Context: an optimization exercise on an open-source flow, tuned for small area, a short achievable clock period and few clock cycles per item. The choices shown serve that exercise and are no tape-out recipe.
Function was checked by simulation only, so behaviour that the tests miss may differ from the original.

<file path="design/flow/config.mk">
export PLATFORM = sky130hd
export DESIGN_NAME = radix_string_to_integer_unit
export DESIGN_NICKNAME = radix_string_to_integer_unit
export VERILOG_FILES = /design/flow/design.v
export SDC_FILE = /design/flow/constraint.sdc
export NUM_CORES = 4
export LEC_CHECK = 0
export ABC_AREA = 1
export CAP_MARGIN = 20
export CORE_MARGIN = 2
export CORE_UTILIZATION = 60
export PLACE_DENSITY = 0.75
export SETUP_SLACK_MARGIN = 2.6
export SLEW_MARGIN = 20
</file>
<file path="design/flow/constraint.sdc">
create_clock -name core_clock -period 6.5 [get_ports {i_clk}]
set_input_delay 1.3000 -clock core_clock [delete_from_list [all_inputs] [get_ports {i_clk}]]
set_output_delay 1.3000 -clock core_clock [all_outputs]
set_load 0.01 [all_outputs]
</file>
<file path="design/flow/design.v">
package rsti_pkg;
    localparam int MAX_DIGITS = 16;
    localparam int IDX_W      = 4;
    localparam int CNT_W      = 5;
    localparam int VAL_W      = 64;
    localparam int LO_W       = 32;
    localparam int Q_DEPTH    = 2;
    localparam int Q_PTR_W    = 1;
    localparam int Q_CNT_W    = 2;
    localparam logic [7:0] CH_MINUS = 8'h2D;
    localparam logic [7:0] CH_PLUS  = 8'h2B;
    localparam logic [7:0] CH_SPACE = 8'h20;
    localparam logic [7:0] CH_LF    = 8'h0A;
    localparam logic [7:0] CH_TAB   = 8'h09;
    localparam logic [7:0] CH_CR    = 8'h0D;
    localparam logic [7:0] CH_VT    = 8'h0B;
    localparam logic [7:0] CH_FF    = 8'h0C;
    localparam logic [7:0] CH_NUL   = 8'h00;
    localparam logic [1:0] REG_RADIX       = 2'd0;
    localparam logic [1:0] REG_DIGIT_COUNT = 2'd1;
    localparam logic [1:0] REG_DIGITS_LOW  = 2'd2;
    localparam logic [1:0] REG_DIGITS_HIGH = 2'd3;
    localparam logic [4:0]  RST_RADIX       = 5'd10;
    localparam logic [4:0]  RST_DIGIT_COUNT = 5'd10;
    localparam logic [63:0] RST_DIGITS_LOW  = 64'h3736_3534_3332_3130;
    localparam logic [63:0] RST_DIGITS_HIGH = 64'h0000_0000_0000_3938;
    typedef enum logic [1:0] {
        PH_WS   = 2'd0,
        PH_SIGN = 2'd1,
        PH_DIG  = 2'd2,
        PH_DONE = 2'd3
    } t_phase;
    typedef struct packed {
        logic             first;
        logic             space;
        logic             minus;
        logic             plus;
        logic             hit;
        logic [3:0]       idx;
    } t_tok;
    function automatic logic [7:0] booth(input logic [4:0] r);
        logic one0, two0, neg0, one1, two1, neg1, one2, two2;
        one0 = r[0];
        two0 = r[1] && !r[0];
        neg0 = r[1];
        one1 = r[1] ^ r[2];
        two1 = (r[3:1] == 3'b011) || (r[3:1] == 3'b100);
        neg1 = r[3] && !(r[2] && r[1]);
        one2 = r[3] ^ r[4];
        two2 = r[3] && r[4];
        booth = {two2, one2, neg1, two1, one1, neg0, two0, one0};
    endfunction
endpackage
module rsti_front (
    input  logic                        i_clk,
    input  logic                        i_rst_n,
    input  logic                        i_valid,
    output logic                        o_ready,
    input  logic [7:0]                  i_ch,
    input  logic                        i_first,
    input  logic [rsti_pkg::CNT_W-1:0]  i_digit_count,
    input  logic [2*rsti_pkg::VAL_W-1:0] i_alphabet,
    output logic                        o_qvalid,
    output rsti_pkg::t_tok              o_qtok,
    input  logic                        i_qpop
);
    rsti_pkg::t_tok                     w_tok;
    rsti_pkg::t_tok                     r_tok;
    logic                               r_tvalid;
    logic [7:0]                         w_entry;
    logic                               w_big;
    logic                               w_nul;
    always_comb begin
        w_big       = i_digit_count[4];
        w_nul       = (i_ch == rsti_pkg::CH_NUL);
        w_tok.first = i_first;
        w_tok.space = (i_ch == rsti_pkg::CH_SPACE) || (i_ch == rsti_pkg::CH_LF) ||
                      (i_ch == rsti_pkg::CH_TAB) || (i_ch == rsti_pkg::CH_CR) ||
                      (i_ch == rsti_pkg::CH_VT) || (i_ch == rsti_pkg::CH_FF);
        w_tok.minus = (i_ch == rsti_pkg::CH_MINUS);
        w_tok.plus  = (i_ch == rsti_pkg::CH_PLUS);
        w_tok.hit   = 1'b0;
        w_tok.idx   = '0;
        w_entry     = '0;
        for (int k = rsti_pkg::MAX_DIGITS - 1; k >= 0; k--) begin
            w_entry = i_alphabet[8*k +: 8];
            if ((w_big || (4'(k) < i_digit_count[3:0])) && !w_nul && (w_entry == i_ch)) begin
                w_tok.hit = 1'b1;
                w_tok.idx = rsti_pkg::IDX_W'(k);
            end
        end
    end
    assign o_ready  = i_qpop;
    assign o_qvalid = r_tvalid;
    assign o_qtok   = r_tok;
    always_ff @(posedge i_clk) begin
        if (i_qpop) begin
            r_tok <= w_tok;
        end
    end
    always_ff @(posedge i_clk) begin
        if (!i_rst_n) begin
            r_tvalid <= 1'b0;
        end else if (i_qpop) begin
            r_tvalid <= i_valid;
        end
    end
endmodule
module rsti_back (
    input  logic                          i_clk,
    input  logic                          i_rst_n,
    input  logic                          i_qvalid,
    input  rsti_pkg::t_tok                i_qtok,
    output logic                          o_qpop,
    input  logic [7:0]                    i_booth,
    input  logic [4:0]                    i_rm1,
    output logic                          o_valid,
    input  logic                          i_ready,
    output logic signed [rsti_pkg::VAL_W-1:0] o_value
);
    localparam int LO_W = rsti_pkg::LO_W;
    localparam int HI_W = rsti_pkg::VAL_W - LO_W;
    rsti_pkg::t_phase               r_phase;
    rsti_pkg::t_phase               n_phase;
    rsti_pkg::t_phase               w_ph;
    logic                           r_par;
    logic                           n_par;
    logic                           w_par;
    logic [LO_W-1:0]                r_lo;
    logic [HI_W-1:0]                r_hi;
    logic [LO_W-1:0]                w_lo_mac;
    logic                           w_lo_c;
    logic [4:0]                     w_lo_ca;
    logic [4:0]                     w_lo_cb;
    logic [4:0]                     w_carry;
    logic [HI_W-1:0]                w_hi_mac;
    logic [5:0]                     w_f;
    logic [LO_W-1:0]                w_lo_ld;
    logic [HI_W-1:0]                w_hi_ld;
    logic [4:0]                     r_ca;
    logic [4:0]                     r_cb;
    logic                           r_c;
    logic                           r_hmac;
    logic                           r_oval;
    logic                           w_run;
    logic                           w_pop;
    logic                           w_pre;
    logic                           w_emit;
    logic                           w_dig;
    logic                           w_rz;
    logic                           w_mac;
    logic                           w_load;
    logic                           w_lo_load;
    logic                           w_lo_step;
    logic                           w_lo_keep;
    logic                           w_hi_step;
    logic                           w_hi_keep;
    logic [LO_W-1:0]                w_lo_next;
    logic [HI_W-1:0]                w_hi_next;
    assign w_run   = !r_oval || i_ready;
    assign w_pop   = i_qvalid && w_run;
    assign o_qpop  = w_run;
    assign o_valid = r_oval;
    assign o_value = {r_hi, r_lo} ^ {rsti_pkg::VAL_W{r_par}};
    always_comb begin
        w_ph   = i_qtok.first ? rsti_pkg::PH_WS : r_phase;
        w_par  = i_qtok.first ? 1'b0 : r_par;
        w_pre  = (w_ph == rsti_pkg::PH_WS) || (w_ph == rsti_pkg::PH_SIGN);
        w_emit = 1'b0;
        w_dig  = 1'b0;
        n_phase = w_ph;
        n_par   = w_par;
        if (w_ph == rsti_pkg::PH_DONE) begin
            n_phase = rsti_pkg::PH_DONE;
        end else if ((w_ph == rsti_pkg::PH_WS) && i_qtok.space) begin
            n_phase = rsti_pkg::PH_WS;
        end else if (w_pre && i_qtok.minus) begin
            n_phase = rsti_pkg::PH_SIGN;
            n_par   = ~w_par;
        end else if (w_pre && i_qtok.plus) begin
            n_phase = rsti_pkg::PH_SIGN;
        end else if (i_qtok.hit) begin
            w_dig   = 1'b1;
            n_phase = rsti_pkg::PH_DIG;
        end else begin
            w_emit  = 1'b1;
            n_phase = rsti_pkg::PH_DONE;
        end
    end
    always_comb begin
        w_rz    = !(i_booth[0] || i_booth[1] || i_booth[3] || i_booth[4] ||
                    i_booth[6] || i_booth[7]);
        w_mac   = w_dig && !i_qtok.first && !w_rz;
        w_load  = i_qtok.first || (w_pre && i_qtok.minus) || (w_dig && w_rz);
        w_f     = 6'(i_qtok.idx) + (r_par ? 6'(i_rm1) : 6'd0);
        if (w_dig) begin
            w_lo_ld = w_par ? {{(LO_W-4){i_qtok.idx == '0}}, i_qtok.idx - 4'd1}
                            : LO_W'(i_qtok.idx);
            w_hi_ld = {HI_W{w_par && (i_qtok.idx == '0)}};
        end else begin
            w_lo_ld = {LO_W{n_par}};
            w_hi_ld = {HI_W{n_par}};
        end
    end
    rsti_mac_lo u_mac_lo (
        .i_v (r_lo),
        .i_b (i_booth),
        .i_f (w_f),
        .o_y (w_lo_mac),
        .o_c (w_lo_c),
        .o_ca (w_lo_ca),
        .o_cb (w_lo_cb)
    );
    assign w_carry = r_ca + r_cb + 5'(r_c);
    rsti_mac_hi u_mac_hi (
        .i_v (r_hi),
        .i_b (i_booth),
        .i_c (w_carry),
        .o_y (w_hi_mac)
    );
    always_comb begin
        w_lo_load = w_pop && w_load;
        w_lo_step = w_pop && w_mac;
        w_lo_keep = !(w_lo_load || w_lo_step);
        w_hi_step = r_hmac && !w_lo_load;
        w_hi_keep = !(w_lo_load || w_hi_step);
        w_lo_next = ({LO_W{w_lo_load}} & w_lo_ld) | ({LO_W{w_lo_step}} & w_lo_mac) |
                    ({LO_W{w_lo_keep}} & r_lo);
        w_hi_next = ({HI_W{w_lo_load}} & w_hi_ld) | ({HI_W{w_hi_step}} & w_hi_mac) |
                    ({HI_W{w_hi_keep}} & r_hi);
    end
    always_ff @(posedge i_clk) begin
        r_lo <= w_lo_next;
        r_hi <= w_hi_next;
        r_ca <= w_lo_ca;
        r_cb <= w_lo_cb;
        r_c  <= w_lo_c;
    end
    always_ff @(posedge i_clk) begin
        if (!i_rst_n) begin
            r_phase <= rsti_pkg::PH_DONE;
            r_par   <= 1'b0;
            r_oval  <= 1'b0;
            r_hmac  <= 1'b0;
        end else begin
            if (w_pop && w_emit) begin
                r_oval <= 1'b1;
            end else if (i_ready) begin
                r_oval <= 1'b0;
            end
            if (w_pop) begin
                r_phase <= n_phase;
                r_par   <= n_par;
            end
            r_hmac <= w_pop && w_mac;
        end
    end
endmodule
module rsti_mac_lo (
    input  logic [31:0] i_v,
    input  logic [7:0] i_b,
    input  logic [5:0] i_f,
    output logic [31:0] o_y,
    output logic o_c,
    output logic [4:0] o_ca,
    output logic [4:0] o_cb
);
    logic t0;
    logic t1;
    logic t2;
    logic t3;
    logic t4;
    logic t5;
    logic t6;
    logic t7;
    logic t8;
    logic t9;
    logic t10;
    logic t11;
    logic t12;
    logic t13;
    logic t14;
    logic t15;
    logic t16;
    logic t17;
    logic t18;
    logic t19;
    logic t20;
    logic t21;
    logic t22;
    logic t23;
    logic t24;
    logic t25;
    logic t26;
    logic t27;
    logic t28;
    logic t29;
    logic t30;
    logic t31;
    logic t32;
    logic t33;
    logic t34;
    logic t35;
    logic t36;
    logic t37;
    logic t38;
    logic t39;
    logic t40;
    logic t41;
    logic t42;
    logic t43;
    logic t44;
    logic t45;
    logic t46;
    logic t47;
    logic t48;
    logic t49;
    logic t50;
    logic t51;
    logic t52;
    logic t53;
    logic t54;
    logic t55;
    logic t56;
    logic t57;
    logic t58;
    logic t59;
    logic t60;
    logic t61;
    logic t62;
    logic t63;
    logic t64;
    logic t65;
    logic t66;
    logic t67;
    logic t68;
    logic t69;
    logic t70;
    logic t71;
    logic t72;
    logic t73;
    logic t74;
    logic t75;
    logic t76;
    logic t77;
    logic t78;
    logic t79;
    logic t80;
    logic t81;
    logic t82;
    logic t83;
    logic t84;
    logic t85;
    logic t86;
    logic t87;
    logic t88;
    logic t89;
    logic t90;
    logic t91;
    logic t92;
    logic t93;
    logic t94;
    logic t95;
    logic t96;
    logic t97;
    logic t98;
    logic t99;
    logic t100;
    logic t101;
    logic t102;
    logic t103;
    logic t104;
    logic t105;
    logic t106;
    logic t107;
    logic t108;
    logic t109;
    logic t110;
    logic t111;
    logic t112;
    logic t113;
    logic t114;
    logic t115;
    logic t116;
    logic t117;
    logic t118;
    logic t119;
    logic t120;
    logic t121;
    logic t122;
    logic t123;
    logic t124;
    logic t125;
    logic t126;
    logic t127;
    logic t128;
    logic t129;
    logic t130;
    logic t131;
    logic t132;
    logic t133;
    logic t134;
    logic t135;
    logic t136;
    logic t137;
    logic t138;
    logic t139;
    logic t140;
    logic t141;
    logic t142;
    logic t143;
    logic t144;
    logic t145;
    logic t146;
    logic t147;
    logic t148;
    logic t149;
    logic t150;
    logic t151;
    logic t152;
    logic t153;
    logic t154;
    logic t155;
    logic t156;
    logic t157;
    logic t158;
    logic t159;
    logic t160;
    logic t161;
    logic t162;
    logic t163;
    logic t164;
    logic t165;
    logic t166;
    logic t167;
    logic t168;
    logic t169;
    logic t170;
    logic t171;
    logic t172;
    logic t173;
    logic t174;
    logic t175;
    logic t176;
    logic t177;
    logic t178;
    logic t179;
    logic t180;
    logic t181;
    logic t182;
    logic t183;
    logic t184;
    logic t185;
    logic t186;
    logic t187;
    logic t188;
    logic t189;
    logic t190;
    logic t191;
    logic t192;
    logic t193;
    logic t194;
    logic t195;
    logic t196;
    logic t197;
    logic t198;
    logic t199;
    logic t200;
    logic t201;
    logic t202;
    logic t203;
    logic t204;
    logic t205;
    logic t206;
    logic t207;
    logic t208;
    logic t209;
    logic t210;
    logic t211;
    logic t212;
    logic t213;
    logic t214;
    logic t215;
    logic t216;
    logic t217;
    logic t218;
    logic t219;
    logic t220;
    logic t221;
    logic t222;
    logic t223;
    logic t224;
    logic t225;
    logic t226;
    logic t227;
    logic t228;
    logic t229;
    logic t230;
    logic t231;
    logic t232;
    logic t233;
    logic t234;
    logic t235;
    logic t236;
    logic t237;
    logic t238;
    logic t239;
    logic t240;
    logic t241;
    logic t242;
    assign t0 = ((i_b[0] & i_v[0])) ^ i_b[2];
    assign t1 = ((i_b[0] & i_v[1]) | (i_b[1] & i_v[0])) ^ i_b[2];
    assign t2 = ((i_b[0] & i_v[2]) | (i_b[1] & i_v[1])) ^ i_b[2];
    assign t3 = ((i_b[0] & i_v[3]) | (i_b[1] & i_v[2])) ^ i_b[2];
    assign t4 = ((i_b[0] & i_v[4]) | (i_b[1] & i_v[3])) ^ i_b[2];
    assign t5 = ((i_b[0] & i_v[5]) | (i_b[1] & i_v[4])) ^ i_b[2];
    assign t6 = ((i_b[0] & i_v[6]) | (i_b[1] & i_v[5])) ^ i_b[2];
    assign t7 = ((i_b[0] & i_v[7]) | (i_b[1] & i_v[6])) ^ i_b[2];
    assign t8 = ((i_b[0] & i_v[8]) | (i_b[1] & i_v[7])) ^ i_b[2];
    assign t9 = ((i_b[0] & i_v[9]) | (i_b[1] & i_v[8])) ^ i_b[2];
    assign t10 = ((i_b[0] & i_v[10]) | (i_b[1] & i_v[9])) ^ i_b[2];
    assign t11 = ((i_b[0] & i_v[11]) | (i_b[1] & i_v[10])) ^ i_b[2];
    assign t12 = ((i_b[0] & i_v[12]) | (i_b[1] & i_v[11])) ^ i_b[2];
    assign t13 = ((i_b[0] & i_v[13]) | (i_b[1] & i_v[12])) ^ i_b[2];
    assign t14 = ((i_b[0] & i_v[14]) | (i_b[1] & i_v[13])) ^ i_b[2];
    assign t15 = ((i_b[0] & i_v[15]) | (i_b[1] & i_v[14])) ^ i_b[2];
    assign t16 = ((i_b[0] & i_v[16]) | (i_b[1] & i_v[15])) ^ i_b[2];
    assign t17 = ((i_b[0] & i_v[17]) | (i_b[1] & i_v[16])) ^ i_b[2];
    assign t18 = ((i_b[0] & i_v[18]) | (i_b[1] & i_v[17])) ^ i_b[2];
    assign t19 = ((i_b[0] & i_v[19]) | (i_b[1] & i_v[18])) ^ i_b[2];
    assign t20 = ((i_b[0] & i_v[20]) | (i_b[1] & i_v[19])) ^ i_b[2];
    assign t21 = ((i_b[0] & i_v[21]) | (i_b[1] & i_v[20])) ^ i_b[2];
    assign t22 = ((i_b[0] & i_v[22]) | (i_b[1] & i_v[21])) ^ i_b[2];
    assign t23 = ((i_b[0] & i_v[23]) | (i_b[1] & i_v[22])) ^ i_b[2];
    assign t24 = ((i_b[0] & i_v[24]) | (i_b[1] & i_v[23])) ^ i_b[2];
    assign t25 = ((i_b[0] & i_v[25]) | (i_b[1] & i_v[24])) ^ i_b[2];
    assign t26 = ((i_b[0] & i_v[26]) | (i_b[1] & i_v[25])) ^ i_b[2];
    assign t27 = ((i_b[0] & i_v[27]) | (i_b[1] & i_v[26])) ^ i_b[2];
    assign t28 = ((i_b[0] & i_v[28]) | (i_b[1] & i_v[27])) ^ i_b[2];
    assign t29 = ((i_b[0] & i_v[29]) | (i_b[1] & i_v[28])) ^ i_b[2];
    assign t30 = ((i_b[0] & i_v[30]) | (i_b[1] & i_v[29])) ^ i_b[2];
    assign t31 = ((i_b[0] & i_v[31]) | (i_b[1] & i_v[30])) ^ i_b[2];
    assign t32 = ((i_b[1] & i_v[31])) ^ i_b[2];
    assign t33 = ((i_b[3] & i_v[0])) ^ i_b[5];
    assign t34 = ((i_b[3] & i_v[1]) | (i_b[4] & i_v[0])) ^ i_b[5];
    assign t35 = ((i_b[3] & i_v[2]) | (i_b[4] & i_v[1])) ^ i_b[5];
    assign t36 = ((i_b[3] & i_v[3]) | (i_b[4] & i_v[2])) ^ i_b[5];
    assign t37 = ((i_b[3] & i_v[4]) | (i_b[4] & i_v[3])) ^ i_b[5];
    assign t38 = ((i_b[3] & i_v[5]) | (i_b[4] & i_v[4])) ^ i_b[5];
    assign t39 = ((i_b[3] & i_v[6]) | (i_b[4] & i_v[5])) ^ i_b[5];
    assign t40 = ((i_b[3] & i_v[7]) | (i_b[4] & i_v[6])) ^ i_b[5];
    assign t41 = ((i_b[3] & i_v[8]) | (i_b[4] & i_v[7])) ^ i_b[5];
    assign t42 = ((i_b[3] & i_v[9]) | (i_b[4] & i_v[8])) ^ i_b[5];
    assign t43 = ((i_b[3] & i_v[10]) | (i_b[4] & i_v[9])) ^ i_b[5];
    assign t44 = ((i_b[3] & i_v[11]) | (i_b[4] & i_v[10])) ^ i_b[5];
    assign t45 = ((i_b[3] & i_v[12]) | (i_b[4] & i_v[11])) ^ i_b[5];
    assign t46 = ((i_b[3] & i_v[13]) | (i_b[4] & i_v[12])) ^ i_b[5];
    assign t47 = ((i_b[3] & i_v[14]) | (i_b[4] & i_v[13])) ^ i_b[5];
    assign t48 = ((i_b[3] & i_v[15]) | (i_b[4] & i_v[14])) ^ i_b[5];
    assign t49 = ((i_b[3] & i_v[16]) | (i_b[4] & i_v[15])) ^ i_b[5];
    assign t50 = ((i_b[3] & i_v[17]) | (i_b[4] & i_v[16])) ^ i_b[5];
    assign t51 = ((i_b[3] & i_v[18]) | (i_b[4] & i_v[17])) ^ i_b[5];
    assign t52 = ((i_b[3] & i_v[19]) | (i_b[4] & i_v[18])) ^ i_b[5];
    assign t53 = ((i_b[3] & i_v[20]) | (i_b[4] & i_v[19])) ^ i_b[5];
    assign t54 = ((i_b[3] & i_v[21]) | (i_b[4] & i_v[20])) ^ i_b[5];
    assign t55 = ((i_b[3] & i_v[22]) | (i_b[4] & i_v[21])) ^ i_b[5];
    assign t56 = ((i_b[3] & i_v[23]) | (i_b[4] & i_v[22])) ^ i_b[5];
    assign t57 = ((i_b[3] & i_v[24]) | (i_b[4] & i_v[23])) ^ i_b[5];
    assign t58 = ((i_b[3] & i_v[25]) | (i_b[4] & i_v[24])) ^ i_b[5];
    assign t59 = ((i_b[3] & i_v[26]) | (i_b[4] & i_v[25])) ^ i_b[5];
    assign t60 = ((i_b[3] & i_v[27]) | (i_b[4] & i_v[26])) ^ i_b[5];
    assign t61 = ((i_b[3] & i_v[28]) | (i_b[4] & i_v[27])) ^ i_b[5];
    assign t62 = ((i_b[3] & i_v[29]) | (i_b[4] & i_v[28])) ^ i_b[5];
    assign t63 = ((i_b[3] & i_v[30]) | (i_b[4] & i_v[29])) ^ i_b[5];
    assign t64 = ((i_b[3] & i_v[31]) | (i_b[4] & i_v[30])) ^ i_b[5];
    assign t65 = ((i_b[4] & i_v[31])) ^ i_b[5];
    assign t66 = (i_b[6] & i_v[0]);
    assign t67 = (i_b[6] & i_v[1]) | (i_b[7] & i_v[0]);
    assign t68 = (i_b[6] & i_v[2]) | (i_b[7] & i_v[1]);
    assign t69 = (i_b[6] & i_v[3]) | (i_b[7] & i_v[2]);
    assign t70 = (i_b[6] & i_v[4]) | (i_b[7] & i_v[3]);
    assign t71 = (i_b[6] & i_v[5]) | (i_b[7] & i_v[4]);
    assign t72 = (i_b[6] & i_v[6]) | (i_b[7] & i_v[5]);
    assign t73 = (i_b[6] & i_v[7]) | (i_b[7] & i_v[6]);
    assign t74 = (i_b[6] & i_v[8]) | (i_b[7] & i_v[7]);
    assign t75 = (i_b[6] & i_v[9]) | (i_b[7] & i_v[8]);
    assign t76 = (i_b[6] & i_v[10]) | (i_b[7] & i_v[9]);
    assign t77 = (i_b[6] & i_v[11]) | (i_b[7] & i_v[10]);
    assign t78 = (i_b[6] & i_v[12]) | (i_b[7] & i_v[11]);
    assign t79 = (i_b[6] & i_v[13]) | (i_b[7] & i_v[12]);
    assign t80 = (i_b[6] & i_v[14]) | (i_b[7] & i_v[13]);
    assign t81 = (i_b[6] & i_v[15]) | (i_b[7] & i_v[14]);
    assign t82 = (i_b[6] & i_v[16]) | (i_b[7] & i_v[15]);
    assign t83 = (i_b[6] & i_v[17]) | (i_b[7] & i_v[16]);
    assign t84 = (i_b[6] & i_v[18]) | (i_b[7] & i_v[17]);
    assign t85 = (i_b[6] & i_v[19]) | (i_b[7] & i_v[18]);
    assign t86 = (i_b[6] & i_v[20]) | (i_b[7] & i_v[19]);
    assign t87 = (i_b[6] & i_v[21]) | (i_b[7] & i_v[20]);
    assign t88 = (i_b[6] & i_v[22]) | (i_b[7] & i_v[21]);
    assign t89 = (i_b[6] & i_v[23]) | (i_b[7] & i_v[22]);
    assign t90 = (i_b[6] & i_v[24]) | (i_b[7] & i_v[23]);
    assign t91 = (i_b[6] & i_v[25]) | (i_b[7] & i_v[24]);
    assign t92 = (i_b[6] & i_v[26]) | (i_b[7] & i_v[25]);
    assign t93 = (i_b[6] & i_v[27]) | (i_b[7] & i_v[26]);
    assign t94 = (i_b[6] & i_v[28]) | (i_b[7] & i_v[27]);
    assign t95 = (i_b[6] & i_v[29]) | (i_b[7] & i_v[28]);
    assign t96 = (i_b[6] & i_v[30]) | (i_b[7] & i_v[29]);
    assign t97 = (i_b[6] & i_v[31]) | (i_b[7] & i_v[30]);
    assign t98 = (i_b[7] & i_v[31]);
    assign t99 = t2 ^ t33;
    assign t100 = t2 & t33;
    assign t101 = t3 ^ t34;
    assign t102 = t3 & t34;
    assign t103 = t4 ^ t35 ^ t66;
    assign t104 = (t4 & t35) | (t4 & t66) | (t35 & t66);
    assign t105 = t5 ^ t36 ^ t67;
    assign t106 = (t5 & t36) | (t5 & t67) | (t36 & t67);
    assign t107 = t6 ^ t37;
    assign t108 = t6 & t37;
    assign t109 = t7 ^ t38;
    assign t110 = t7 & t38;
    assign t111 = t8 ^ t39;
    assign t112 = t8 & t39;
    assign t113 = t9 ^ t40;
    assign t114 = t9 & t40;
    assign t115 = t10 ^ t41;
    assign t116 = t10 & t41;
    assign t117 = t11 ^ t42;
    assign t118 = t11 & t42;
    assign t119 = t12 ^ t43;
    assign t120 = t12 & t43;
    assign t121 = t13 ^ t44;
    assign t122 = t13 & t44;
    assign t123 = t14 ^ t45;
    assign t124 = t14 & t45;
    assign t125 = t15 ^ t46;
    assign t126 = t15 & t46;
    assign t127 = t16 ^ t47;
    assign t128 = t16 & t47;
    assign t129 = t17 ^ t48;
    assign t130 = t17 & t48;
    assign t131 = t18 ^ t49;
    assign t132 = t18 & t49;
    assign t133 = t19 ^ t50;
    assign t134 = t19 & t50;
    assign t135 = t20 ^ t51;
    assign t136 = t20 & t51;
    assign t137 = t21 ^ t52;
    assign t138 = t21 & t52;
    assign t139 = t22 ^ t53;
    assign t140 = t22 & t53;
    assign t141 = t23 ^ t54;
    assign t142 = t23 & t54;
    assign t143 = t24 ^ t55;
    assign t144 = t24 & t55;
    assign t145 = t25 ^ t56;
    assign t146 = t25 & t56;
    assign t147 = t26 ^ t57;
    assign t148 = t26 & t57;
    assign t149 = t27 ^ t58;
    assign t150 = t27 & t58;
    assign t151 = t28 ^ t59;
    assign t152 = t28 & t59;
    assign t153 = t29 ^ t60;
    assign t154 = t29 & t60;
    assign t155 = t30 ^ t61;
    assign t156 = t30 & t61;
    assign t157 = t31 ^ t62;
    assign t158 = t31 & t62;
    assign t159 = t32 ^ t63;
    assign t160 = t32 & t63;
    assign t161 = i_b[2] ^ t64;
    assign t162 = i_b[2] & t64;
    assign t163 = i_b[2] ^ t65;
    assign t164 = i_b[2] & t65;
    assign t165 = i_b[2] ^ i_b[5];
    assign t166 = i_b[2] & i_b[5];
    assign t167 = i_b[2] ^ i_b[5];
    assign t168 = i_b[2] & i_b[5];
    assign t169 = t0 ^ i_b[2];
    assign t170 = t0 & i_b[2];
    assign t171 = t1 ^ i_f[1];
    assign t172 = t1 & i_f[1];
    assign t173 = t99 ^ i_b[5] ^ i_f[2];
    assign t174 = (t99 & i_b[5]) | (t99 & i_f[2]) | (i_b[5] & i_f[2]);
    assign t175 = t100 ^ t101 ^ i_f[3];
    assign t176 = (t100 & t101) | (t100 & i_f[3]) | (t101 & i_f[3]);
    assign t177 = t102 ^ t103 ^ i_f[4];
    assign t178 = (t102 & t103) | (t102 & i_f[4]) | (t103 & i_f[4]);
    assign t179 = t104 ^ t105 ^ i_f[5];
    assign t180 = (t104 & t105) | (t104 & i_f[5]) | (t105 & i_f[5]);
    assign t181 = t106 ^ t107 ^ t68;
    assign t182 = (t106 & t107) | (t106 & t68) | (t107 & t68);
    assign t183 = t108 ^ t109 ^ t69;
    assign t184 = (t108 & t109) | (t108 & t69) | (t109 & t69);
    assign t185 = t110 ^ t111 ^ t70;
    assign t186 = (t110 & t111) | (t110 & t70) | (t111 & t70);
    assign t187 = t112 ^ t113 ^ t71;
    assign t188 = (t112 & t113) | (t112 & t71) | (t113 & t71);
    assign t189 = t114 ^ t115 ^ t72;
    assign t190 = (t114 & t115) | (t114 & t72) | (t115 & t72);
    assign t191 = t116 ^ t117 ^ t73;
    assign t192 = (t116 & t117) | (t116 & t73) | (t117 & t73);
    assign t193 = t118 ^ t119 ^ t74;
    assign t194 = (t118 & t119) | (t118 & t74) | (t119 & t74);
    assign t195 = t120 ^ t121 ^ t75;
    assign t196 = (t120 & t121) | (t120 & t75) | (t121 & t75);
    assign t197 = t122 ^ t123 ^ t76;
    assign t198 = (t122 & t123) | (t122 & t76) | (t123 & t76);
    assign t199 = t124 ^ t125 ^ t77;
    assign t200 = (t124 & t125) | (t124 & t77) | (t125 & t77);
    assign t201 = t126 ^ t127 ^ t78;
    assign t202 = (t126 & t127) | (t126 & t78) | (t127 & t78);
    assign t203 = t128 ^ t129 ^ t79;
    assign t204 = (t128 & t129) | (t128 & t79) | (t129 & t79);
    assign t205 = t130 ^ t131 ^ t80;
    assign t206 = (t130 & t131) | (t130 & t80) | (t131 & t80);
    assign t207 = t132 ^ t133 ^ t81;
    assign t208 = (t132 & t133) | (t132 & t81) | (t133 & t81);
    assign t209 = t134 ^ t135 ^ t82;
    assign t210 = (t134 & t135) | (t134 & t82) | (t135 & t82);
    assign t211 = t136 ^ t137 ^ t83;
    assign t212 = (t136 & t137) | (t136 & t83) | (t137 & t83);
    assign t213 = t138 ^ t139 ^ t84;
    assign t214 = (t138 & t139) | (t138 & t84) | (t139 & t84);
    assign t215 = t140 ^ t141 ^ t85;
    assign t216 = (t140 & t141) | (t140 & t85) | (t141 & t85);
    assign t217 = t142 ^ t143 ^ t86;
    assign t218 = (t142 & t143) | (t142 & t86) | (t143 & t86);
    assign t219 = t144 ^ t145 ^ t87;
    assign t220 = (t144 & t145) | (t144 & t87) | (t145 & t87);
    assign t221 = t146 ^ t147 ^ t88;
    assign t222 = (t146 & t147) | (t146 & t88) | (t147 & t88);
    assign t223 = t148 ^ t149 ^ t89;
    assign t224 = (t148 & t149) | (t148 & t89) | (t149 & t89);
    assign t225 = t150 ^ t151 ^ t90;
    assign t226 = (t150 & t151) | (t150 & t90) | (t151 & t90);
    assign t227 = t152 ^ t153 ^ t91;
    assign t228 = (t152 & t153) | (t152 & t91) | (t153 & t91);
    assign t229 = t154 ^ t155 ^ t92;
    assign t230 = (t154 & t155) | (t154 & t92) | (t155 & t92);
    assign t231 = t156 ^ t157 ^ t93;
    assign t232 = (t156 & t157) | (t156 & t93) | (t157 & t93);
    assign t233 = t158 ^ t159 ^ t94;
    assign t234 = (t158 & t159) | (t158 & t94) | (t159 & t94);
    assign t235 = t160 ^ t161 ^ t95;
    assign t236 = (t160 & t161) | (t160 & t95) | (t161 & t95);
    assign t237 = t162 ^ t163 ^ t96;
    assign t238 = (t162 & t163) | (t162 & t96) | (t163 & t96);
    assign t239 = t164 ^ t165 ^ t97;
    assign t240 = (t164 & t165) | (t164 & t97) | (t165 & t97);
    assign t241 = t166 ^ t167 ^ t98;
    assign t242 = (t166 & t167) | (t166 & t98) | (t167 & t98);
    assign {o_c, o_y} = {1'b0, t230, t228, t226, t224, t222, t220, t218, t216, t214, t212, t210, t208, t206, t204, t202, t200, t198, t196, t194, t192, t190, t188, t186, t184, t182, t180, t178, t176, t174, t172, t170, t169} + {1'b0, t231, t229, t227, t225, t223, t221, t219, t217, t215, t213, t211, t209, t207, t205, t203, t201, t199, t197, t195, t193, t191, t189, t187, t185, t183, t181, t179, t177, t175, t173, t171, i_f[0]};
    assign o_ca = {t240, t238, t236, t234, t232};
    assign o_cb = {t241, t239, t237, t235, t233};
endmodule
module rsti_mac_hi (
    input  logic [31:0] i_v,
    input  logic [7:0] i_b,
    input  logic [4:0] i_c,
    output logic [31:0] o_y
);
    logic t0;
    logic t1;
    logic t2;
    logic t3;
    logic t4;
    logic t5;
    logic t6;
    logic t7;
    logic t8;
    logic t9;
    logic t10;
    logic t11;
    logic t12;
    logic t13;
    logic t14;
    logic t15;
    logic t16;
    logic t17;
    logic t18;
    logic t19;
    logic t20;
    logic t21;
    logic t22;
    logic t23;
    logic t24;
    logic t25;
    logic t26;
    logic t27;
    logic t28;
    logic t29;
    logic t30;
    logic t31;
    logic t32;
    logic t33;
    logic t34;
    logic t35;
    logic t36;
    logic t37;
    logic t38;
    logic t39;
    logic t40;
    logic t41;
    logic t42;
    logic t43;
    logic t44;
    logic t45;
    logic t46;
    logic t47;
    logic t48;
    logic t49;
    logic t50;
    logic t51;
    logic t52;
    logic t53;
    logic t54;
    logic t55;
    logic t56;
    logic t57;
    logic t58;
    logic t59;
    logic t60;
    logic t61;
    logic t62;
    logic t63;
    logic t64;
    logic t65;
    logic t66;
    logic t67;
    logic t68;
    logic t69;
    logic t70;
    logic t71;
    logic t72;
    logic t73;
    logic t74;
    logic t75;
    logic t76;
    logic t77;
    logic t78;
    logic t79;
    logic t80;
    logic t81;
    logic t82;
    logic t83;
    logic t84;
    logic t85;
    logic t86;
    logic t87;
    logic t88;
    logic t89;
    logic t90;
    logic t91;
    logic t92;
    logic t93;
    logic t94;
    logic t95;
    logic t96;
    logic t97;
    logic t98;
    logic t99;
    logic t100;
    logic t101;
    logic t102;
    logic t103;
    logic t104;
    logic t105;
    logic t106;
    logic t107;
    logic t108;
    logic t109;
    logic t110;
    logic t111;
    logic t112;
    logic t113;
    logic t114;
    logic t115;
    logic t116;
    logic t117;
    logic t118;
    logic t119;
    logic t120;
    logic t121;
    logic t122;
    logic t123;
    logic t124;
    logic t125;
    logic t126;
    logic t127;
    logic t128;
    logic t129;
    logic t130;
    logic t131;
    logic t132;
    logic t133;
    logic t134;
    logic t135;
    logic t136;
    logic t137;
    logic t138;
    logic t139;
    logic t140;
    logic t141;
    logic t142;
    logic t143;
    logic t144;
    logic t145;
    logic t146;
    logic t147;
    logic t148;
    logic t149;
    logic t150;
    logic t151;
    logic t152;
    logic t153;
    logic t154;
    logic t155;
    logic t156;
    logic t157;
    logic t158;
    logic t159;
    logic t160;
    logic t161;
    logic t162;
    logic t163;
    logic t164;
    logic t165;
    logic t166;
    logic t167;
    logic t168;
    logic t169;
    logic t170;
    logic t171;
    logic t172;
    logic t173;
    logic t174;
    logic t175;
    logic t176;
    logic t177;
    logic t178;
    logic t179;
    logic t180;
    logic t181;
    logic t182;
    logic t183;
    logic t184;
    logic t185;
    logic t186;
    logic t187;
    logic t188;
    logic t189;
    logic t190;
    logic t191;
    logic t192;
    logic t193;
    logic t194;
    logic t195;
    logic t196;
    logic t197;
    logic t198;
    logic t199;
    logic t200;
    logic t201;
    logic t202;
    logic t203;
    logic t204;
    logic t205;
    logic t206;
    logic t207;
    logic t208;
    logic t209;
    logic t210;
    logic t211;
    logic t212;
    logic t213;
    assign t0 = ((i_b[0] & i_v[0])) ^ i_b[2];
    assign t1 = ((i_b[0] & i_v[1]) | (i_b[1] & i_v[0])) ^ i_b[2];
    assign t2 = ((i_b[0] & i_v[2]) | (i_b[1] & i_v[1])) ^ i_b[2];
    assign t3 = ((i_b[0] & i_v[3]) | (i_b[1] & i_v[2])) ^ i_b[2];
    assign t4 = ((i_b[0] & i_v[4]) | (i_b[1] & i_v[3])) ^ i_b[2];
    assign t5 = ((i_b[0] & i_v[5]) | (i_b[1] & i_v[4])) ^ i_b[2];
    assign t6 = ((i_b[0] & i_v[6]) | (i_b[1] & i_v[5])) ^ i_b[2];
    assign t7 = ((i_b[0] & i_v[7]) | (i_b[1] & i_v[6])) ^ i_b[2];
    assign t8 = ((i_b[0] & i_v[8]) | (i_b[1] & i_v[7])) ^ i_b[2];
    assign t9 = ((i_b[0] & i_v[9]) | (i_b[1] & i_v[8])) ^ i_b[2];
    assign t10 = ((i_b[0] & i_v[10]) | (i_b[1] & i_v[9])) ^ i_b[2];
    assign t11 = ((i_b[0] & i_v[11]) | (i_b[1] & i_v[10])) ^ i_b[2];
    assign t12 = ((i_b[0] & i_v[12]) | (i_b[1] & i_v[11])) ^ i_b[2];
    assign t13 = ((i_b[0] & i_v[13]) | (i_b[1] & i_v[12])) ^ i_b[2];
    assign t14 = ((i_b[0] & i_v[14]) | (i_b[1] & i_v[13])) ^ i_b[2];
    assign t15 = ((i_b[0] & i_v[15]) | (i_b[1] & i_v[14])) ^ i_b[2];
    assign t16 = ((i_b[0] & i_v[16]) | (i_b[1] & i_v[15])) ^ i_b[2];
    assign t17 = ((i_b[0] & i_v[17]) | (i_b[1] & i_v[16])) ^ i_b[2];
    assign t18 = ((i_b[0] & i_v[18]) | (i_b[1] & i_v[17])) ^ i_b[2];
    assign t19 = ((i_b[0] & i_v[19]) | (i_b[1] & i_v[18])) ^ i_b[2];
    assign t20 = ((i_b[0] & i_v[20]) | (i_b[1] & i_v[19])) ^ i_b[2];
    assign t21 = ((i_b[0] & i_v[21]) | (i_b[1] & i_v[20])) ^ i_b[2];
    assign t22 = ((i_b[0] & i_v[22]) | (i_b[1] & i_v[21])) ^ i_b[2];
    assign t23 = ((i_b[0] & i_v[23]) | (i_b[1] & i_v[22])) ^ i_b[2];
    assign t24 = ((i_b[0] & i_v[24]) | (i_b[1] & i_v[23])) ^ i_b[2];
    assign t25 = ((i_b[0] & i_v[25]) | (i_b[1] & i_v[24])) ^ i_b[2];
    assign t26 = ((i_b[0] & i_v[26]) | (i_b[1] & i_v[25])) ^ i_b[2];
    assign t27 = ((i_b[0] & i_v[27]) | (i_b[1] & i_v[26])) ^ i_b[2];
    assign t28 = ((i_b[0] & i_v[28]) | (i_b[1] & i_v[27])) ^ i_b[2];
    assign t29 = ((i_b[0] & i_v[29]) | (i_b[1] & i_v[28])) ^ i_b[2];
    assign t30 = ((i_b[0] & i_v[30]) | (i_b[1] & i_v[29])) ^ i_b[2];
    assign t31 = ((i_b[0] & i_v[31]) | (i_b[1] & i_v[30])) ^ i_b[2];
    assign t32 = ((i_b[3] & i_v[0])) ^ i_b[5];
    assign t33 = ((i_b[3] & i_v[1]) | (i_b[4] & i_v[0])) ^ i_b[5];
    assign t34 = ((i_b[3] & i_v[2]) | (i_b[4] & i_v[1])) ^ i_b[5];
    assign t35 = ((i_b[3] & i_v[3]) | (i_b[4] & i_v[2])) ^ i_b[5];
    assign t36 = ((i_b[3] & i_v[4]) | (i_b[4] & i_v[3])) ^ i_b[5];
    assign t37 = ((i_b[3] & i_v[5]) | (i_b[4] & i_v[4])) ^ i_b[5];
    assign t38 = ((i_b[3] & i_v[6]) | (i_b[4] & i_v[5])) ^ i_b[5];
    assign t39 = ((i_b[3] & i_v[7]) | (i_b[4] & i_v[6])) ^ i_b[5];
    assign t40 = ((i_b[3] & i_v[8]) | (i_b[4] & i_v[7])) ^ i_b[5];
    assign t41 = ((i_b[3] & i_v[9]) | (i_b[4] & i_v[8])) ^ i_b[5];
    assign t42 = ((i_b[3] & i_v[10]) | (i_b[4] & i_v[9])) ^ i_b[5];
    assign t43 = ((i_b[3] & i_v[11]) | (i_b[4] & i_v[10])) ^ i_b[5];
    assign t44 = ((i_b[3] & i_v[12]) | (i_b[4] & i_v[11])) ^ i_b[5];
    assign t45 = ((i_b[3] & i_v[13]) | (i_b[4] & i_v[12])) ^ i_b[5];
    assign t46 = ((i_b[3] & i_v[14]) | (i_b[4] & i_v[13])) ^ i_b[5];
    assign t47 = ((i_b[3] & i_v[15]) | (i_b[4] & i_v[14])) ^ i_b[5];
    assign t48 = ((i_b[3] & i_v[16]) | (i_b[4] & i_v[15])) ^ i_b[5];
    assign t49 = ((i_b[3] & i_v[17]) | (i_b[4] & i_v[16])) ^ i_b[5];
    assign t50 = ((i_b[3] & i_v[18]) | (i_b[4] & i_v[17])) ^ i_b[5];
    assign t51 = ((i_b[3] & i_v[19]) | (i_b[4] & i_v[18])) ^ i_b[5];
    assign t52 = ((i_b[3] & i_v[20]) | (i_b[4] & i_v[19])) ^ i_b[5];
    assign t53 = ((i_b[3] & i_v[21]) | (i_b[4] & i_v[20])) ^ i_b[5];
    assign t54 = ((i_b[3] & i_v[22]) | (i_b[4] & i_v[21])) ^ i_b[5];
    assign t55 = ((i_b[3] & i_v[23]) | (i_b[4] & i_v[22])) ^ i_b[5];
    assign t56 = ((i_b[3] & i_v[24]) | (i_b[4] & i_v[23])) ^ i_b[5];
    assign t57 = ((i_b[3] & i_v[25]) | (i_b[4] & i_v[24])) ^ i_b[5];
    assign t58 = ((i_b[3] & i_v[26]) | (i_b[4] & i_v[25])) ^ i_b[5];
    assign t59 = ((i_b[3] & i_v[27]) | (i_b[4] & i_v[26])) ^ i_b[5];
    assign t60 = ((i_b[3] & i_v[28]) | (i_b[4] & i_v[27])) ^ i_b[5];
    assign t61 = ((i_b[3] & i_v[29]) | (i_b[4] & i_v[28])) ^ i_b[5];
    assign t62 = (i_b[6] & i_v[0]);
    assign t63 = (i_b[6] & i_v[1]) | (i_b[7] & i_v[0]);
    assign t64 = (i_b[6] & i_v[2]) | (i_b[7] & i_v[1]);
    assign t65 = (i_b[6] & i_v[3]) | (i_b[7] & i_v[2]);
    assign t66 = (i_b[6] & i_v[4]) | (i_b[7] & i_v[3]);
    assign t67 = (i_b[6] & i_v[5]) | (i_b[7] & i_v[4]);
    assign t68 = (i_b[6] & i_v[6]) | (i_b[7] & i_v[5]);
    assign t69 = (i_b[6] & i_v[7]) | (i_b[7] & i_v[6]);
    assign t70 = (i_b[6] & i_v[8]) | (i_b[7] & i_v[7]);
    assign t71 = (i_b[6] & i_v[9]) | (i_b[7] & i_v[8]);
    assign t72 = (i_b[6] & i_v[10]) | (i_b[7] & i_v[9]);
    assign t73 = (i_b[6] & i_v[11]) | (i_b[7] & i_v[10]);
    assign t74 = (i_b[6] & i_v[12]) | (i_b[7] & i_v[11]);
    assign t75 = (i_b[6] & i_v[13]) | (i_b[7] & i_v[12]);
    assign t76 = (i_b[6] & i_v[14]) | (i_b[7] & i_v[13]);
    assign t77 = (i_b[6] & i_v[15]) | (i_b[7] & i_v[14]);
    assign t78 = (i_b[6] & i_v[16]) | (i_b[7] & i_v[15]);
    assign t79 = (i_b[6] & i_v[17]) | (i_b[7] & i_v[16]);
    assign t80 = (i_b[6] & i_v[18]) | (i_b[7] & i_v[17]);
    assign t81 = (i_b[6] & i_v[19]) | (i_b[7] & i_v[18]);
    assign t82 = (i_b[6] & i_v[20]) | (i_b[7] & i_v[19]);
    assign t83 = (i_b[6] & i_v[21]) | (i_b[7] & i_v[20]);
    assign t84 = (i_b[6] & i_v[22]) | (i_b[7] & i_v[21]);
    assign t85 = (i_b[6] & i_v[23]) | (i_b[7] & i_v[22]);
    assign t86 = (i_b[6] & i_v[24]) | (i_b[7] & i_v[23]);
    assign t87 = (i_b[6] & i_v[25]) | (i_b[7] & i_v[24]);
    assign t88 = (i_b[6] & i_v[26]) | (i_b[7] & i_v[25]);
    assign t89 = (i_b[6] & i_v[27]) | (i_b[7] & i_v[26]);
    assign t90 = t2 ^ t32;
    assign t91 = t2 & t32;
    assign t92 = t3 ^ t33;
    assign t93 = t3 & t33;
    assign t94 = t4 ^ t34 ^ t62;
    assign t95 = (t4 & t34) | (t4 & t62) | (t34 & t62);
    assign t96 = t5 ^ t35;
    assign t97 = t5 & t35;
    assign t98 = t6 ^ t36;
    assign t99 = t6 & t36;
    assign t100 = t7 ^ t37;
    assign t101 = t7 & t37;
    assign t102 = t8 ^ t38;
    assign t103 = t8 & t38;
    assign t104 = t9 ^ t39;
    assign t105 = t9 & t39;
    assign t106 = t10 ^ t40;
    assign t107 = t10 & t40;
    assign t108 = t11 ^ t41;
    assign t109 = t11 & t41;
    assign t110 = t12 ^ t42;
    assign t111 = t12 & t42;
    assign t112 = t13 ^ t43;
    assign t113 = t13 & t43;
    assign t114 = t14 ^ t44;
    assign t115 = t14 & t44;
    assign t116 = t15 ^ t45;
    assign t117 = t15 & t45;
    assign t118 = t16 ^ t46;
    assign t119 = t16 & t46;
    assign t120 = t17 ^ t47;
    assign t121 = t17 & t47;
    assign t122 = t18 ^ t48;
    assign t123 = t18 & t48;
    assign t124 = t19 ^ t49;
    assign t125 = t19 & t49;
    assign t126 = t20 ^ t50;
    assign t127 = t20 & t50;
    assign t128 = t21 ^ t51;
    assign t129 = t21 & t51;
    assign t130 = t22 ^ t52;
    assign t131 = t22 & t52;
    assign t132 = t23 ^ t53;
    assign t133 = t23 & t53;
    assign t134 = t24 ^ t54;
    assign t135 = t24 & t54;
    assign t136 = t25 ^ t55;
    assign t137 = t25 & t55;
    assign t138 = t26 ^ t56;
    assign t139 = t26 & t56;
    assign t140 = t27 ^ t57;
    assign t141 = t27 & t57;
    assign t142 = t28 ^ t58;
    assign t143 = t28 & t58;
    assign t144 = t29 ^ t59;
    assign t145 = t29 & t59;
    assign t146 = t30 ^ t60;
    assign t147 = t30 & t60;
    assign t148 = t31 ^ t61;
    assign t149 = t31 & t61;
    assign t150 = t0 ^ i_b[2];
    assign t151 = t0 & i_b[2];
    assign t152 = t1 ^ i_c[1];
    assign t153 = t1 & i_c[1];
    assign t154 = t90 ^ i_b[5] ^ i_c[2];
    assign t155 = (t90 & i_b[5]) | (t90 & i_c[2]) | (i_b[5] & i_c[2]);
    assign t156 = t91 ^ t92 ^ i_c[3];
    assign t157 = (t91 & t92) | (t91 & i_c[3]) | (t92 & i_c[3]);
    assign t158 = t93 ^ t94 ^ i_c[4];
    assign t159 = (t93 & t94) | (t93 & i_c[4]) | (t94 & i_c[4]);
    assign t160 = t95 ^ t96 ^ t63;
    assign t161 = (t95 & t96) | (t95 & t63) | (t96 & t63);
    assign t162 = t97 ^ t98 ^ t64;
    assign t163 = (t97 & t98) | (t97 & t64) | (t98 & t64);
    assign t164 = t99 ^ t100 ^ t65;
    assign t165 = (t99 & t100) | (t99 & t65) | (t100 & t65);
    assign t166 = t101 ^ t102 ^ t66;
    assign t167 = (t101 & t102) | (t101 & t66) | (t102 & t66);
    assign t168 = t103 ^ t104 ^ t67;
    assign t169 = (t103 & t104) | (t103 & t67) | (t104 & t67);
    assign t170 = t105 ^ t106 ^ t68;
    assign t171 = (t105 & t106) | (t105 & t68) | (t106 & t68);
    assign t172 = t107 ^ t108 ^ t69;
    assign t173 = (t107 & t108) | (t107 & t69) | (t108 & t69);
    assign t174 = t109 ^ t110 ^ t70;
    assign t175 = (t109 & t110) | (t109 & t70) | (t110 & t70);
    assign t176 = t111 ^ t112 ^ t71;
    assign t177 = (t111 & t112) | (t111 & t71) | (t112 & t71);
    assign t178 = t113 ^ t114 ^ t72;
    assign t179 = (t113 & t114) | (t113 & t72) | (t114 & t72);
    assign t180 = t115 ^ t116 ^ t73;
    assign t181 = (t115 & t116) | (t115 & t73) | (t116 & t73);
    assign t182 = t117 ^ t118 ^ t74;
    assign t183 = (t117 & t118) | (t117 & t74) | (t118 & t74);
    assign t184 = t119 ^ t120 ^ t75;
    assign t185 = (t119 & t120) | (t119 & t75) | (t120 & t75);
    assign t186 = t121 ^ t122 ^ t76;
    assign t187 = (t121 & t122) | (t121 & t76) | (t122 & t76);
    assign t188 = t123 ^ t124 ^ t77;
    assign t189 = (t123 & t124) | (t123 & t77) | (t124 & t77);
    assign t190 = t125 ^ t126 ^ t78;
    assign t191 = (t125 & t126) | (t125 & t78) | (t126 & t78);
    assign t192 = t127 ^ t128 ^ t79;
    assign t193 = (t127 & t128) | (t127 & t79) | (t128 & t79);
    assign t194 = t129 ^ t130 ^ t80;
    assign t195 = (t129 & t130) | (t129 & t80) | (t130 & t80);
    assign t196 = t131 ^ t132 ^ t81;
    assign t197 = (t131 & t132) | (t131 & t81) | (t132 & t81);
    assign t198 = t133 ^ t134 ^ t82;
    assign t199 = (t133 & t134) | (t133 & t82) | (t134 & t82);
    assign t200 = t135 ^ t136 ^ t83;
    assign t201 = (t135 & t136) | (t135 & t83) | (t136 & t83);
    assign t202 = t137 ^ t138 ^ t84;
    assign t203 = (t137 & t138) | (t137 & t84) | (t138 & t84);
    assign t204 = t139 ^ t140 ^ t85;
    assign t205 = (t139 & t140) | (t139 & t85) | (t140 & t85);
    assign t206 = t141 ^ t142 ^ t86;
    assign t207 = (t141 & t142) | (t141 & t86) | (t142 & t86);
    assign t208 = t143 ^ t144 ^ t87;
    assign t209 = (t143 & t144) | (t143 & t87) | (t144 & t87);
    assign t210 = t145 ^ t146 ^ t88;
    assign t211 = (t145 & t146) | (t145 & t88) | (t146 & t88);
    assign t212 = t147 ^ t148 ^ t89;
    assign t213 = (t147 & t148) | (t147 & t89) | (t148 & t89);
    assign o_y = {t211, t209, t207, t205, t203, t201, t199, t197, t195, t193, t191, t189, t187, t185, t183, t181, t179, t177, t175, t173, t171, t169, t167, t165, t163, t161, t159, t157, t155, t153, t151, t150} + {t212, t210, t208, t206, t204, t202, t200, t198, t196, t194, t192, t190, t188, t186, t184, t182, t180, t178, t176, t174, t172, t170, t168, t166, t164, t162, t160, t158, t156, t154, t152, i_c[0]};
endmodule
module radix_string_to_integer_unit (
    input  logic                              i_clk,
    input  logic                              i_rst_n,
    input  logic                              i_valid,
    output logic                              o_ready,
    input  logic [7:0]                        i_ch,
    input  logic                              i_first,
    output logic                              o_valid,
    input  logic                              i_ready,
    output logic signed [rsti_pkg::VAL_W-1:0] o_value,
    input  logic                              i_cfg_we,
    input  logic [1:0]                        i_cfg_idx,
    input  logic [rsti_pkg::VAL_W-1:0]        i_cfg_data
);
    logic [7:0]                  r_booth;
    logic [4:0]                  r_rm1;
    logic [rsti_pkg::CNT_W-1:0]  r_digit_count;
    logic [rsti_pkg::VAL_W-1:0]  r_digits_low;
    logic [rsti_pkg::VAL_W-1:0]  r_digits_high;
    logic                        w_qvalid;
    rsti_pkg::t_tok              w_qtok;
    logic                        w_qpop;
    always_ff @(posedge i_clk) begin
        if (!i_rst_n) begin
            r_booth       <= rsti_pkg::booth(rsti_pkg::RST_RADIX);
            r_rm1         <= rsti_pkg::RST_RADIX - 5'd1;
            r_digit_count <= rsti_pkg::RST_DIGIT_COUNT;
            r_digits_low  <= rsti_pkg::RST_DIGITS_LOW;
            r_digits_high <= rsti_pkg::RST_DIGITS_HIGH;
        end else if (i_cfg_we) begin
            case (i_cfg_idx)
                rsti_pkg::REG_RADIX: begin
                    r_booth <= rsti_pkg::booth(i_cfg_data[4:0]);
                    r_rm1   <= i_cfg_data[4:0] - 5'd1;
                end
                rsti_pkg::REG_DIGIT_COUNT: r_digit_count <= i_cfg_data[4:0];
                rsti_pkg::REG_DIGITS_LOW:  r_digits_low  <= i_cfg_data;
                rsti_pkg::REG_DIGITS_HIGH: r_digits_high <= i_cfg_data;
                default: begin
                end
            endcase
        end
    end
    rsti_front u_front (
        .i_clk         (i_clk),
        .i_rst_n       (i_rst_n),
        .i_valid       (i_valid),
        .o_ready       (o_ready),
        .i_ch          (i_ch),
        .i_first       (i_first),
        .i_digit_count (r_digit_count),
        .i_alphabet    ({r_digits_high, r_digits_low}),
        .o_qvalid      (w_qvalid),
        .o_qtok        (w_qtok),
        .i_qpop        (w_qpop)
    );
    rsti_back u_back (
        .i_clk    (i_clk),
        .i_rst_n  (i_rst_n),
        .i_qvalid (w_qvalid),
        .i_qtok   (w_qtok),
        .o_qpop   (w_qpop),
        .i_booth  (r_booth),
        .i_rm1    (r_rm1),
        .o_valid  (o_valid),
        .i_ready  (i_ready),
        .o_value  (o_value)
    );
endmodule
</file>
<file path="design/flow/flow/run.sh">
#!/bin/bash
# Own flow: the standard layout (standard.sh, unchanged synthesis), with
# two changes: every input and output port still gets its own buffer, but a
# plain sky130_fd_sc_hd__buf_1 rather than the delay cell buffer_ports picks
# by itself; and clock tree synthesis adds no dummy loads. standard.sh's
# output goes to standard.log; each ORFS step keeps its own log under
# orfs/logs/.
set -euo pipefail
bash standard.sh "BUFFER_PORTS_ARGS=-buffer_cell sky130_fd_sc_hd__buf_1" \
  "CTS_ARGS=-sink_clustering_enable -repair_clock_nets -dont_use_dummy_load" \
  finish > standard.log 2>&1
</file>
<file path="design/flow/standard.sh">
#!/bin/bash
# synth_recipe.tcl (not shown) runs the flow's synth.tcl, then flattens the netlist and writes it again
# the make line also repeats each setting of config.mk as NAME=value (left out here)
make -C /OpenROAD-flow-scripts/flow DESIGN_CONFIG=/design/flow/config.mk WORK_HOME=/design/flow/orfs CLKGATE_MAP_FILE= SYNTH_SCRIPT=/design/flow/synth_recipe.tcl "${@:-finish}"
</file>
==> metrics.sh <==
FILLCELLCOUNT=2694
TIGHTEST_SLEW_NS=1.09
GRT_UTIL_ALL_LAYERS_PCT=34.6
DRC_ERRORS=0
TRITONCTS='yes'
FINALCRITICALPERIOD_NS=3.93
MULTIINPUTGATEAREA_MM2=0.0134
R2R_START='u_back.r_lo[0]$_DFF_P_'
DRT-WIRELENGTH-PER-CELL_UM=19.9
FINAL.SETUP.TNS_NS=0
SYNTH_TOP_CELL_AREA_SHARE_PCT=23.5
WORST_R2R_PATH_CELLS=21
NETLIST-CELL-TYPE-COUNT=58
POST_CTS_HOLD_BUFFER_COUNT=0
POST-PLACE-WS_NS=1.73
WORST_CLOCK_SKEW_NS=0.0774
SETUP_VIOL_COUNT_FINAL=0
TIMING.CRITICAL_PATH.TO='u_back.r_lo[29]$_DFF_P_'
GRT_FIRST_PASS_WIRELENGTH_MM=93.8
WORST_SLEW_MARGIN_REL_PCT=27.2
CLOCKBUFFERDEPTH=3
PLACEMENT.IO_BUFFERS=145
DETAIL_ROUTE.WIRELENGTH_MM=62.1
SYNTH_NETS=2889
START_KIND='flip-flop'
FINAL_CRITICAL_PATH_SETUP_SLACK_NS=2.57
SETUP.WORST_PATH.CLASS='reg -> reg'
REGTOREGSETUPSLACK_NS=2.57
H-TREE-DEPTH=1
WORSTPATHREQUIRED_NS=6.88
CORE_REGION_AREA_MM2=0.0316
HOLD_VIOL=0
DIE_Y_UM=184
SYNTHTOLAYOUTAREAGROWTH_PCT=12.8
SYNTH_AREA_LEADER_CELL='sky130_fd_sc_hd__dfxtp_1'
CLOCK_SINK_COUNT=236
CTS-BUFFERS-INSERTED=28
FINALNETCOUNT=3002
OVERFLOW=0
CLK-INSERTION-DELAY-LATE_NS=0.58
ROUTED_VIA_DENSITY=6.22
MAX_FREQ_MHz=254
NUMBER_OF_GLOBAL_ROUTE_VIAS_BEFORE_REPAIR=18200
SYNTH_TOP_AREA_CELLS='sky130_fd_sc_hd__dfxtp_1, sky130_fd_sc_hd__xor2_1, sky130_fd_sc_hd__ha_1, sky130_fd_sc_hd__nand2_1, sky130_fd_sc_hd__fa_1'
GRT_SETUP_UNREPAIRED='yes'
FINAL_CELL_MIX='sky130_fd_sc_hd__nand2_1, sky130_fd_sc_hd__inv_1, sky130_fd_sc_hd__xor2_1'
INITIAL_UTILIZATION_PCT=61.2
RUN_STATUS='finished clean'
NUMBER_OF_PRIMARY_I_O_PINS=146
YOSYS_REGISTER_BITS=236
MAX_CAP_VIOLATIONS=0
SETUP.WORST_PATH.START='u_back.r_lo[0]$_DFF_P_'
DR.FIRST_ITER.DRC_COUNT=1815
PLACEMENT_ROWS=65
FINALMAXSLEWVIOLATIONS=0
CHIPWIDTH_UM=184
CP_DATA_ARRIVAL_TIME_NS=4.31
CRITICAL_PATH.MAX_FANOUT=5
CTS.ROOT.BUFFER_CELL='sky130_fd_sc_hd__clkbuf_16'
HOLD_CLASS='reg -> reg'
TIMING.CRITICAL_PATH.TO_TYPE='flip-flop'
REGTOREGENDPOINT='u_back.r_lo[29]$_DFF_P_'
SYNTH-SEQ-AREA-SHARE_PCT=24.9
STORAGE_CELL_AREA_MM2=0.00485
SYNTH.CELL_AREA_MM2=0.0193
ANTENNA_FOUND_INITIAL=2
VIAS=19400
TIMING.FINAL.CRIT_SHARE_PCT=60.5
DRIVE_GT1_SHARE_PCT=9.81
DRT_PASS1_ITERATIONS=10
LAYOUT_COMMONEST_CELL='sky130_fd_sc_hd__nand2_1'
DETAIL-ROUTE-ANTENNA-NETS=0
NETLIST_INSTANCES=2600
YS.WARNINGS.COUNT=3
DESIGN.DIE.AREA_MM2=0.0337
HPWL_MM=40.4
GRT_START_MAX_NET_PINS=90
GP_ROUTABILITY_CONGESTION=0.949
SYNTH.AVG_CELL_AREA_UM2=7.44
CLK_PIN_SLEW_NS=0.06
kinds of logic after synthesis:
logic type,after synthesis,share of synthesized area (%)
xor gates and xnor gates,281,12.7
buffers and inverters,425,8.65
and+or+nand+nor,761,16.7
adders and majority gates,210,16.3
AOI/OAI and AO/OA,687,20.7
DFF,236,24.9
state kept, by name, indices dropped and copies added (netlist names):
register          cells
r_digits_high        64
r_digits_low         64
u_back.r_hi          32
u_back.r_lo          32
u_front.r_tok         9
r_booth               8
r_digit_count         5
r_rm1                 5
u_back.r_ca           5
u_back.r_cb           5
u_back.r_phase        2
u_back.r_c            1
u_back.r_hmac         1
u_back.r_oval         1
u_back.r_par          1
u_front.r_tvalid      1
critical path: stages (launching register included):
cell and delay [ns]:
sky130_fd_sc_hd__dfxtp_1 0.49, sky130_fd_sc_hd__inv_1 0.15, sky130_fd_sc_hd__o22ai_1 0.32, sky130_fd_sc_hd__fa_1 0.51
sky130_fd_sc_hd__fa_1 0.55, sky130_fd_sc_hd__ha_4 0.32, sky130_fd_sc_hd__nand2_1 0.08, sky130_fd_sc_hd__nor2_2 0.15
sky130_fd_sc_hd__a21oi_2 0.09, sky130_fd_sc_hd__or2_4 0.28, sky130_fd_sc_hd__nand2_4 0.07, sky130_fd_sc_hd__nand2_2 0.06
sky130_fd_sc_hd__nand2_2 0.09, sky130_fd_sc_hd__nand2_2 0.05, sky130_fd_sc_hd__inv_2 0.06, sky130_fd_sc_hd__nor2_4 0.04
sky130_fd_sc_hd__o21bai_4 0.17, sky130_fd_sc_hd__nand2_2 0.08, sky130_fd_sc_hd__nand2_1 0.06, sky130_fd_sc_hd__nand2_1 0.04
sky130_fd_sc_hd__nand3_1 0.07, sky130_fd_sc_hd__nand3_1 0.06
per-layer routing:
layer | vias up | global-route usage [%] | share of wire, %
met5 | - | 0 | 0.018
met4 | 2 | 17.6 | 5.3
met3 | 207 | 5.17 | 8.0
met2 | 984 | 58.8 | 47
met1 | 9120 | 42.6 | 39
li1 | 9043 | - | -
layout make-up:
cell class              instances  share of cell area [%]
multi-input cells            1939                    61.4
flip-flops and latches        236                    22.2
inverters                     292                    5.37
repair buffers                209                    5.17
clock buffers                  28                    3.21
well taps                     402                    2.30
repair inverters                7                   0.327
diodes                          1                  0.0115
worst min path at each step:
stage	startpoint	slack (ns)	cells after the start	end
after floorplan	r_rm1[0]$_SDFFE_PN1P_	0.43	1	r_rm1[0]$_SDFFE_PN1P_
after global placement	r_rm1[0]$_SDFFE_PN1P_	0.44	1	r_rm1[0]$_SDFFE_PN1P_
after detailed placement	r_rm1[0]$_SDFFE_PN1P_	0.45	1	r_rm1[0]$_SDFFE_PN1P_
after CTS	r_rm1[0]$_SDFFE_PN1P_	0.46	1	r_rm1[0]$_SDFFE_PN1P_
after global routing	r_digits_high[44]$_SDFFE_PN0P_	0.49	2	r_digits_high[44]$_SDFFE_PN0P_
final	r_digits_high[6]$_SDFFE_PN0P_	0.47	2	r_digits_high[6]$_SDFFE_PN0P_
cells in the mapped netlist (all sizes together):
master and number:
nand2 395, xor2 254, nand3b 3, a211oi 2
o221ai 21, or2 11, maj3 1, edfxtp 9
o21ai 195, clkinv 5, nand4 37, clkbuf 89
o22ai 180, o31ai 3, buf 44, a21boi 4
inv 287, o211ai 46, dfxtp 227, and2 2
a31oi 13, nor4b 1, ha 139, o21bai 5
a311oi 1, fa 70, nand3 80, o21a 7
a21oi 195, o2111ai 3, a21o 5, xnor2 27
nor3 28, a221oi 2, o221a 1, a32o 1
a2111oi 3, nor4 19, nor2 185
per-stage QoR:
| stage | hold slack (ns) | instances | util [%] | cell area [um^2] |
|---|---|---|---|---|
| after global placement | 0.445 | 3037 | 63.3 | 20000 |
| after CTS | 0.463 | 3084 | 66.6 | 21100 |
| after global routing | 0.486 | 3113 | 69.0 | 21800 |
| after detailed placement | 0.449 | 3037 | 63.3 | 20000 |
| after floorplan | 0.427 | 2600 | - | 19400 |
| final | 0.467 | 3114 | 69.0 | 21800 |
repair_timing:
item                                   CTS  global route
cloned                                   2             5
resized for setup                       53           129
buffers inserted                        17            23
setup endpoints to repair               55            34
pin swaps                                8            42
endpoints found under the hold margin    0             0
Testbench counts, summed over its fixed seeds: cycles 18,815, items 18,783.

[separate check: timing with driven ports]
How much do the figures lean on ideal ports? The routed layout below was timed once more, with nothing changed but the port constraints.
Step 1 sets driving cells, clkbuf_16 on the clock port and buf_2 on the other inputs (assumed; they add their load-dependent delay and slew).
Step 2 moves the port delays by t, midway between the first and last clock arrival at a register: inputs arrive t later, outputs are due t later. That takes back most of the time a late clock gives input paths.
Three values: ideal, step 1, step 2; two values: the first two.
t (ns): 0.596
slack for setup (ns): 2.570 / 2.570 / 2.464
latest minus earliest clock arrival (ns): 0.078 / 0.078
After both steps this run still meets setup and hold. The setup slack of this run moves by 0.000 ns with the drivers and by -0.106 ns with both steps.
